Source: an optimization exercise on an open RTL-to-GDS flow (aim: small area). Production flows keep margins and buffers that such runs may drop.
Only simulation tests tie the RTL to the original design; equivalence was not proved.
No activity file was given, so power comes from the tool's default toggle rates. No driver is modelled on the clock port, so clocking that relies on it looks cheaper here than on a real chip.

==> 07-15: inputs <==
==> flow/design.v (excerpt) <==
module fp_writeback (
  input  logic        i_clk,
  input  logic        i_rst,
  input  logic        i_valid,
  output logic        o_ready,
  input  logic [31:0] i_result,
  input  logic        i_exception,
  input  logic [4:0]  i_rd,
  input  logic        i_eof,
  input  logic [4:0]  i_rs1_addr,
  input  logic [4:0]  i_rs2_addr,
  output logic [31:0] o_rs1_data,
  output logic [31:0] o_rs2_data,
  output logic        o_status_valid,
  output logic [1:0]  o_status,
  output logic        o_halt,
  output logic [15:0] o_retired
);
clock: 8.0 ns
lec_check: 0
cap_margin: 20
core_margin: 2
core_utilization: 50
cts_buf_list: sky130_fd_sc_hd__clkbuf_16
cts_cluster_diameter: 70
cts_cluster_size: 25
slew_margin: 20
synth_hierarchical: 1
synth_minimum_keep_size: 0
standard.sh (not shown) runs the stock make flow with config.mk's settings and CLKGATE_MAP_FILE= SYNTH_SCRIPT=/design/flow/synth_recipe.tcl, a recipe that flattens the netlist after the stock synthesis.
==> flow/flow/run.sh <==
#!/bin/bash
# Layout flow: the standard ORFS flow (standard.sh), with two changes passed to ORFS
# through its own variables:
#  - the port buffers are buf_1 cells instead of the buffer buffer_ports picks by default;
#  - clock tree synthesis clusters sinks under clkbuf_16 buffers without dummy loads.
# make's full output goes to standard.log here; ORFS writes each step's log under orfs/logs.
set -euo pipefail
export BUFFER_PORTS_ARGS="-buffer_cell sky130_fd_sc_hd__buf_1"
export CTS_ARGS="-sink_clustering_enable -repair_clock_nets -dont_use_dummy_load -buf_list sky130_fd_sc_hd__clkbuf_16 -sink_clustering_size 30 -sink_clustering_max_diameter 70"
bash standard.sh > standard.log 2>&1
==> 09-19: changes against 07-15 <==
==> flow/run.sh (new file) <==
#!/bin/bash
# synth_recipe.tcl (not shown) runs the flow's synth.tcl, then flattens the netlist and writes it again
# the make line also repeats each setting of config.mk as NAME=value (left out here)
make -C /OpenROAD-flow-scripts/flow DESIGN_CONFIG=/design/flow/config.mk WORK_HOME=/design/flow/orfs CLKGATE_MAP_FILE= SYNTH_SCRIPT=/design/flow/synth_recipe.tcl finish
removed: flow/flow/run.sh
removed: flow/standard.sh
==> notes <==
- Fmax: 07-15 is larger than 09-19 (about 14%).
- Area after synthesis is the same in 09-19 and 07-15.
- Die area is the same in 09-19 and 07-15.
- Synthesized cell count is the same in 07-15 and 09-19.
- Clock power: 07-15 is smaller than 09-19 (17%).

==> run a: inputs <==
==> flow/design.v <==
package fp_writeback_pkg;
  localparam logic [1:0] STATUS_OK  = 2'b00;
  localparam logic [1:0] STATUS_EXC = 2'b10;
  localparam logic [1:0] STATUS_EOF = 2'b11;
endpackage
module fp_rf_aoi222 (
  input  logic a0, b0, a1, b1, a2, b2,
  output logic y
);
  assign y = ~((a0 & b0) | (a1 & b1) | (a2 & b2));
endmodule
module fp_rf_and3 (
  input  logic a, b, c,
  output logic y
);
  assign y = a & b & c;
endmodule
module fp_rf_and2 (
  input  logic a, b,
  output logic y
);
  assign y = a & b;
endmodule
module fp_rf_nand4 (
  input  logic a, b, c, d,
  output logic y
);
  assign y = ~(a & b & c & d);
endmodule
module fp_rf_nor2 (
  input  logic a, b,
  output logic y
);
  assign y = ~(a | b);
endmodule
module fp_rf_tail (
  input  logic q, n0, n1, a0, b0, a1, b1,
  output logic y
);
  assign y = ~(q & n0 & n1 & ~((a0 & b0) | (a1 & b1)));
endmodule
module fp_rf_rdbit (
  input  logic [31:0] i_sel,
  input  logic [31:0] i_bit,
  output logic        o_bit
);
  logic [9:0] w_n;
  logic [1:0] w_p;
  logic       w_q;
  for (genvar g = 0; g < 10; g++) begin : g_aoi
    fp_rf_aoi222 u_aoi (
      .a0 (i_sel[3*g]),   .b0 (i_bit[3*g]),
      .a1 (i_sel[3*g+1]), .b1 (i_bit[3*g+1]),
      .a2 (i_sel[3*g+2]), .b2 (i_bit[3*g+2]),
      .y  (w_n[g])
    );
  end
  fp_rf_nand4 u_p0 (.a(w_n[0]), .b(w_n[1]), .c(w_n[2]), .d(w_n[3]), .y(w_p[0]));
  fp_rf_nand4 u_p1 (.a(w_n[4]), .b(w_n[5]), .c(w_n[6]), .d(w_n[7]), .y(w_p[1]));
  fp_rf_nor2  u_q  (.a(w_p[0]), .b(w_p[1]), .y(w_q));
  fp_rf_tail  u_o  (
    .q  (w_q), .n0 (w_n[8]), .n1 (w_n[9]),
    .a0 (i_sel[30]), .b0 (i_bit[30]),
    .a1 (i_sel[31]), .b1 (i_bit[31]),
    .y  (o_bit)
  );
endmodule
module fp_writeback (
  input  logic        i_clk,
  input  logic        i_rst,
  input  logic        i_valid,
  output logic        o_ready,
  input  logic [31:0] i_result,
  input  logic        i_exception,
  input  logic [4:0]  i_rd,
  input  logic        i_eof,
  input  logic [4:0]  i_rs1_addr,
  input  logic [4:0]  i_rs2_addr,
  output logic [31:0] o_rs1_data,
  output logic [31:0] o_rs2_data,
  output logic        o_status_valid,
  output logic [1:0]  o_status,
  output logic        o_halt,
  output logic [15:0] o_retired
);
  logic [31:0] r_wdata;
  logic [4:0]  r_wrd;
  logic        r_we;
  logic        r_status_valid;
  logic [1:0]  r_status;
  logic        r_halt;
  logic [15:0] r_retired;
  logic        w_transfer;
  logic [31:0] r_mem [32];
  logic [31:0] r_valid;
  assign w_transfer = i_valid && !r_halt;
  always_ff @(posedge i_clk) begin
    r_wdata <= i_result;
    r_wrd   <= i_rd;
  end
  always_ff @(posedge i_clk) begin
    if (i_rst) begin
      r_we           <= 1'b0;
      r_status_valid <= 1'b0;
      r_status       <= fp_writeback_pkg::STATUS_OK;
      r_halt         <= 1'b0;
      r_retired      <= '0;
    end else begin
      r_we           <= w_transfer && !i_exception;
      r_status_valid <= w_transfer;
      if (w_transfer) begin
        r_status <= i_exception ? fp_writeback_pkg::STATUS_EXC :
                    i_eof       ? fp_writeback_pkg::STATUS_EOF : fp_writeback_pkg::STATUS_OK;
        if (i_exception || i_eof) r_halt <= 1'b1;
      end
      if (r_we && (r_retired != 16'hFFFF)) r_retired <= r_retired + 16'd1;
    end
  end
  logic [3:0] w_wlo, w_lo1, w_lo2;
  logic [7:0] w_whi, w_hi1, w_hi2;
  always_comb begin
    for (int k = 0; k < 4; k++) begin
      w_wlo[k] = (r_wrd[1:0] == 2'(k));
      w_lo1[k] = (i_rs1_addr[1:0] == 2'(k));
      w_lo2[k] = (i_rs2_addr[1:0] == 2'(k));
    end
    for (int k = 0; k < 8; k++) begin
      w_whi[k] = r_we && (r_wrd[4:2] == 3'(k));
      w_hi1[k] = (i_rs1_addr[4:2] == 3'(k));
      w_hi2[k] = (i_rs2_addr[4:2] == 3'(k));
    end
  end
  logic [31:0] w_we, w_sel1, w_sel2;
  for (genvar gi = 0; gi < 32; gi++) begin : g_row
    fp_rf_and2 u_we   (.a(w_wlo[gi % 4]), .b(w_whi[gi / 4]), .y(w_we[gi]));
    fp_rf_and3 u_sel1 (.a(r_valid[gi]), .b(w_lo1[gi % 4]), .c(w_hi1[gi / 4]), .y(w_sel1[gi]));
    fp_rf_and3 u_sel2 (.a(r_valid[gi]), .b(w_lo2[gi % 4]), .c(w_hi2[gi / 4]), .y(w_sel2[gi]));
    always_ff @(posedge i_clk) begin
      if (w_we[gi]) r_mem[gi] <= r_wdata;
    end
    always_ff @(posedge i_clk) begin
      if (i_rst) r_valid[gi] <= 1'b0;
      else if (w_we[gi]) r_valid[gi] <= 1'b1;
    end
  end
  for (genvar gb = 0; gb < 32; gb++) begin : g_rd
    logic [31:0] w_col;
    for (genvar gr = 0; gr < 32; gr++) begin : g_col
      assign w_col[gr] = r_mem[gr][gb];
    end
    fp_rf_rdbit u_rd1 (.i_sel(w_sel1), .i_bit(w_col), .o_bit(o_rs1_data[gb]));
    fp_rf_rdbit u_rd2 (.i_sel(w_sel2), .i_bit(w_col), .o_bit(o_rs2_data[gb]));
  end
  assign o_status_valid = r_status_valid && !i_rst;
  assign o_status       = r_status;
  assign o_halt         = r_halt;
  assign o_retired      = r_retired;
  assign o_ready        = !r_halt;
endmodule
==> flow/flow/run.sh <==
#!/bin/bash
# Layout flow: the standard ORFS flow (standard.sh), with two changes passed to ORFS
# through its own variables:
#  - the port buffers are buf_1 cells instead of the buffer buffer_ports picks by default;
#  - clock tree synthesis clusters sinks under clkbuf_8 buffers without dummy loads.
# make's full output goes to standard.log here; ORFS writes each step's log under orfs/logs.
set -euo pipefail
export BUFFER_PORTS_ARGS="-buffer_cell sky130_fd_sc_hd__buf_1"
export CTS_ARGS="-sink_clustering_enable -repair_clock_nets -dont_use_dummy_load -buf_list sky130_fd_sc_hd__clkbuf_8 -sink_clustering_size 18 -sink_clustering_max_diameter 100"
bash standard.sh > standard.log 2>&1
==> flow/standard.sh <==
#!/bin/bash
# synth_recipe.tcl (not shown) runs the flow's synth.tcl, then flattens the netlist and writes it again
# the make line also repeats each setting of config.mk as NAME=value (left out here)
make -C /OpenROAD-flow-scripts/flow DESIGN_CONFIG=/design/flow/config.mk WORK_HOME=/design/flow/orfs CLKGATE_MAP_FILE= SYNTH_SCRIPT=/design/flow/synth_recipe.tcl "${@:-finish}"
==> flow/config.mk <==
export PLATFORM = sky130hd
export DESIGN_NAME = fp_writeback
export DESIGN_NICKNAME = fp_writeback
export VERILOG_FILES = /design/flow/design.v
export SDC_FILE = /design/flow/constraint.sdc
export NUM_CORES = 4
export LEC_CHECK = 0
export CAP_MARGIN = 20
export CORE_MARGIN = 2
export CORE_UTILIZATION = 62
export CTS_BUF_LIST = sky130_fd_sc_hd__clkbuf_16
export CTS_CLUSTER_DIAMETER = 70
export CTS_CLUSTER_SIZE = 25
export SLEW_MARGIN = 20
export SYNTH_HIERARCHICAL = 1
export SYNTH_MINIMUM_KEEP_SIZE = 0
==> flow/constraint.sdc <==
create_clock -name core_clock -period 8.0 [get_ports {i_clk}]
set_input_delay 1.6000 -clock core_clock [delete_from_list [all_inputs] [get_ports {i_clk}]]
set_output_delay 1.6000 -clock core_clock [all_outputs]
set_load 0.01 [all_outputs]
==> inputs of run b, as changes to run a <==
==> flow/design.v, changed modules only <==
module fp_rf_ao22 (
  input  logic a0, b0, a1, b1,
  output logic y
);
  assign y = (a0 & b0) | (a1 & b1);
endmodule
module fp_rf_nand2 (
  input  logic a, b,
  output logic y
);
  assign y = ~(a & b);
endmodule
module fp_rf_or4 (
  input  logic a, b, c, d,
  output logic y
);
  assign y = a | b | c | d;
endmodule
module fp_rf_rdbit (
  input  logic [31:0] i_sel,
  input  logic [31:0] i_bit,
  output logic        o_bit
);
  logic [9:0] w_n;
  logic [3:0] w_p;
  for (genvar g = 0; g < 10; g++) begin : g_aoi
    fp_rf_aoi222 u_aoi (
      .a0 (i_sel[3*g]),   .b0 (i_bit[3*g]),
      .a1 (i_sel[3*g+1]), .b1 (i_bit[3*g+1]),
      .a2 (i_sel[3*g+2]), .b2 (i_bit[3*g+2]),
      .y  (w_n[g])
    );
  end
  fp_rf_nand4 u_p0 (.a(w_n[0]), .b(w_n[1]), .c(w_n[2]), .d(w_n[3]), .y(w_p[0]));
  fp_rf_nand4 u_p1 (.a(w_n[4]), .b(w_n[5]), .c(w_n[6]), .d(w_n[7]), .y(w_p[1]));
  fp_rf_nand2 u_p2 (.a(w_n[8]), .b(w_n[9]), .y(w_p[2]));
  fp_rf_ao22  u_p3 (
    .a0 (i_sel[30]), .b0 (i_bit[30]),
    .a1 (i_sel[31]), .b1 (i_bit[31]),
    .y  (w_p[3])
  );
  fp_rf_or4   u_o  (.a(w_p[0]), .b(w_p[1]), .c(w_p[2]), .d(w_p[3]), .y(o_bit));
endmodule
// module fp_rf_nor2 removed
// module fp_rf_tail removed
==> flow/flow/run.sh (replaced) <==
#!/bin/bash
# Layout flow: the standard ORFS flow (standard.sh), with two changes passed to ORFS
# through its own variables:
#  - the port buffers are buf_1 cells instead of the buffer buffer_ports picks by default;
#  - clock tree synthesis clusters sinks under clkbuf_16 buffers without dummy loads.
# make's full output goes to standard.log here; ORFS writes each step's log under orfs/logs.
set -euo pipefail
export BUFFER_PORTS_ARGS="-buffer_cell sky130_fd_sc_hd__buf_1"
export CTS_ARGS="-sink_clustering_enable -repair_clock_nets -dont_use_dummy_load -buf_list sky130_fd_sc_hd__clkbuf_16 -sink_clustering_size 30 -sink_clustering_max_diameter 100"
bash standard.sh > standard.log 2>&1
- CORE_UTILIZATION: 62 -> 50
==> inputs of run c, as changes to run a <==
==> flow/flow/run.sh (replaced) <==
#!/bin/bash
# Layout flow: the standard ORFS flow (standard.sh), with two changes passed to ORFS
# through its own variables:
#  - the port buffers are buf_1 cells instead of the buffer buffer_ports picks by default;
#  - clock tree synthesis clusters sinks under clkbuf_16 buffers without dummy loads.
# make's full output goes to standard.log here; ORFS writes each step's log under orfs/logs.
set -euo pipefail
export BUFFER_PORTS_ARGS="-buffer_cell sky130_fd_sc_hd__buf_1"
export CTS_ARGS="-sink_clustering_enable -repair_clock_nets -dont_use_dummy_load -buf_list sky130_fd_sc_hd__clkbuf_16 -sink_clustering_size 30 -sink_clustering_max_diameter 100"
bash standard.sh > standard.log 2>&1
- CORE_UTILIZATION: 62 -> 50
==> inputs of run d, as changes to run a <==
--- a/flow/flow/run.sh
+++ b/flow/flow/run.sh
@@ -8,3 +8,3 @@
 export BUFFER_PORTS_ARGS="-buffer_cell sky130_fd_sc_hd__buf_1"
-export CTS_ARGS="-sink_clustering_enable -repair_clock_nets -dont_use_dummy_load -buf_list sky130_fd_sc_hd__clkbuf_8 -sink_clustering_size 18 -sink_clustering_max_diameter 100"
+export CTS_ARGS="-sink_clustering_enable -repair_clock_nets -dont_use_dummy_load -buf_list sky130_fd_sc_hd__clkbuf_8 -sink_clustering_size 18 -sink_clustering_max_diameter 80"
 bash standard.sh > standard.log 2>&1
- PLACE_DENSITY: unset -> 0.75
==> results.txt <==
status=timing/DRC/antenna clean; Fmax=157 MHz; Seq. pwr=6.46 mW; Final Instance Count excl. Fillers=3,519; layout cell share with drive strength beyond 1=8.70%; post-synthesis mux area share=0.0471%; Tot GR Track Use=40.9%; vias in the first global route=30,100; Num CTS Buffers=72; Initial Util=63.0%; Post-synth top cells=1,024 x edfxtp_1, 640 x a222oi_1, 196 x nand4_1; Tap Cells=873; full die area=0.0707 mm^2; Final Power=9.03 mW; Worst-Skew Late Latency=0.73 ns; most frequent cells in the layout=1,024 x edfxtp_1, 640 x a222oi_1, 196 x nand4_1
the above is filed under run d

==> results.txt <==
status=timing/DRC/antenna clean; Seq. pwr=6.46 mW; Tot GR Track Use=34.8%; Initial Util=50.6%; layout cell share with drive strength beyond 1=9.28%; Final Instance Count excl. Fillers=3,786; Post-synth top cells=1,024 x edfxtp_1, 640 x a222oi_1, 196 x nand4_1; most frequent cells in the layout=1,024 x edfxtp_1, 640 x a222oi_1, 196 x nand4_1
the above is filed under run c

==> results.txt <==
layout cell share with drive strength beyond 1=7.45%; Final Power=9.16 mW; status=timing/DRC/antenna clean; vias in the first global route=28,900; Num CTS Buffers=43; Seq. pwr=6.43 mW; Post-synth top cells=1,024 x edfxtp_1, 640 x a222oi_1, 132 x nand4_1; most frequent cells in the layout=1,024 x edfxtp_1, 640 x a222oi_1, 135 x buf_1
the above is filed under run b

==> results.txt <==
status=timing/DRC/antenna clean; Fmax=156 MHz; Final Power=9.02 mW; Initial Util=63.0%; layout cell share with drive strength beyond 1=9.19%; Post-synth top cells=1,024 x edfxtp_1, 640 x a222oi_1, 196 x nand4_1; Seq. pwr=6.46 mW; Final Instance Count excl. Fillers=3,531; full die area=0.0707 mm^2; Tap Cells=873; most frequent cells in the layout=1,024 x edfxtp_1, 640 x a222oi_1, 196 x nand4_1; Num CTS Buffers=71
the above is filed under run a

-- afterwards: timing with drivers on the ports --
No port has a modelled driver above. Below, the same layouts with a new extraction and two added sets of constraints. Step 1, drivers: a clkbuf_16 drives i_clk and a buf_2 each remaining input, both assumed. Step 2 adds t to the input delays and takes it off the output delays; t is the mean of the earliest and latest rising clock arrival at the registers after step 1. Input paths then give back, and output paths get back, about the clock's delay inside the block. Slacks: ideal ports / drivers / drivers and shift; pairs: ideal ports / drivers.
| run | t, ns | slack for setup (ns) | worst hold slack (ns) | worst setup path after step 2 |
|---|---|---|---|---|
| 07-15 | 0.700 | 1.944 / 1.910 / 1.910 | 0.509 / 0.509 / 0.509 | input to output |
| 09-19 | 0.736 | 1.072 / 1.047 / 1.047 | 0.502 / 0.502 / 0.502 | input to output |
| run a | 0.776 | 1.602 / 1.548 / 1.548 | 0.495 / 0.495 / 0.495 | input to output |
| run b | 0.694 | 1.770 / 1.744 / 1.744 | 0.499 / 0.499 / 0.499 | input to output |
| run c | 0.679 | 1.756 / 1.727 / 1.727 | 0.497 / 0.497 / 0.497 | input to output |
| run d | 0.758 | 1.633 / 1.605 / 1.605 | 0.499 / 0.499 / 0.499 | input to output |
After both steps every run listed still meets setup and hold. For run a, which loses most, drivers alone change the setup slack by -0.054 ns; drivers and shift together by -0.054 ns.
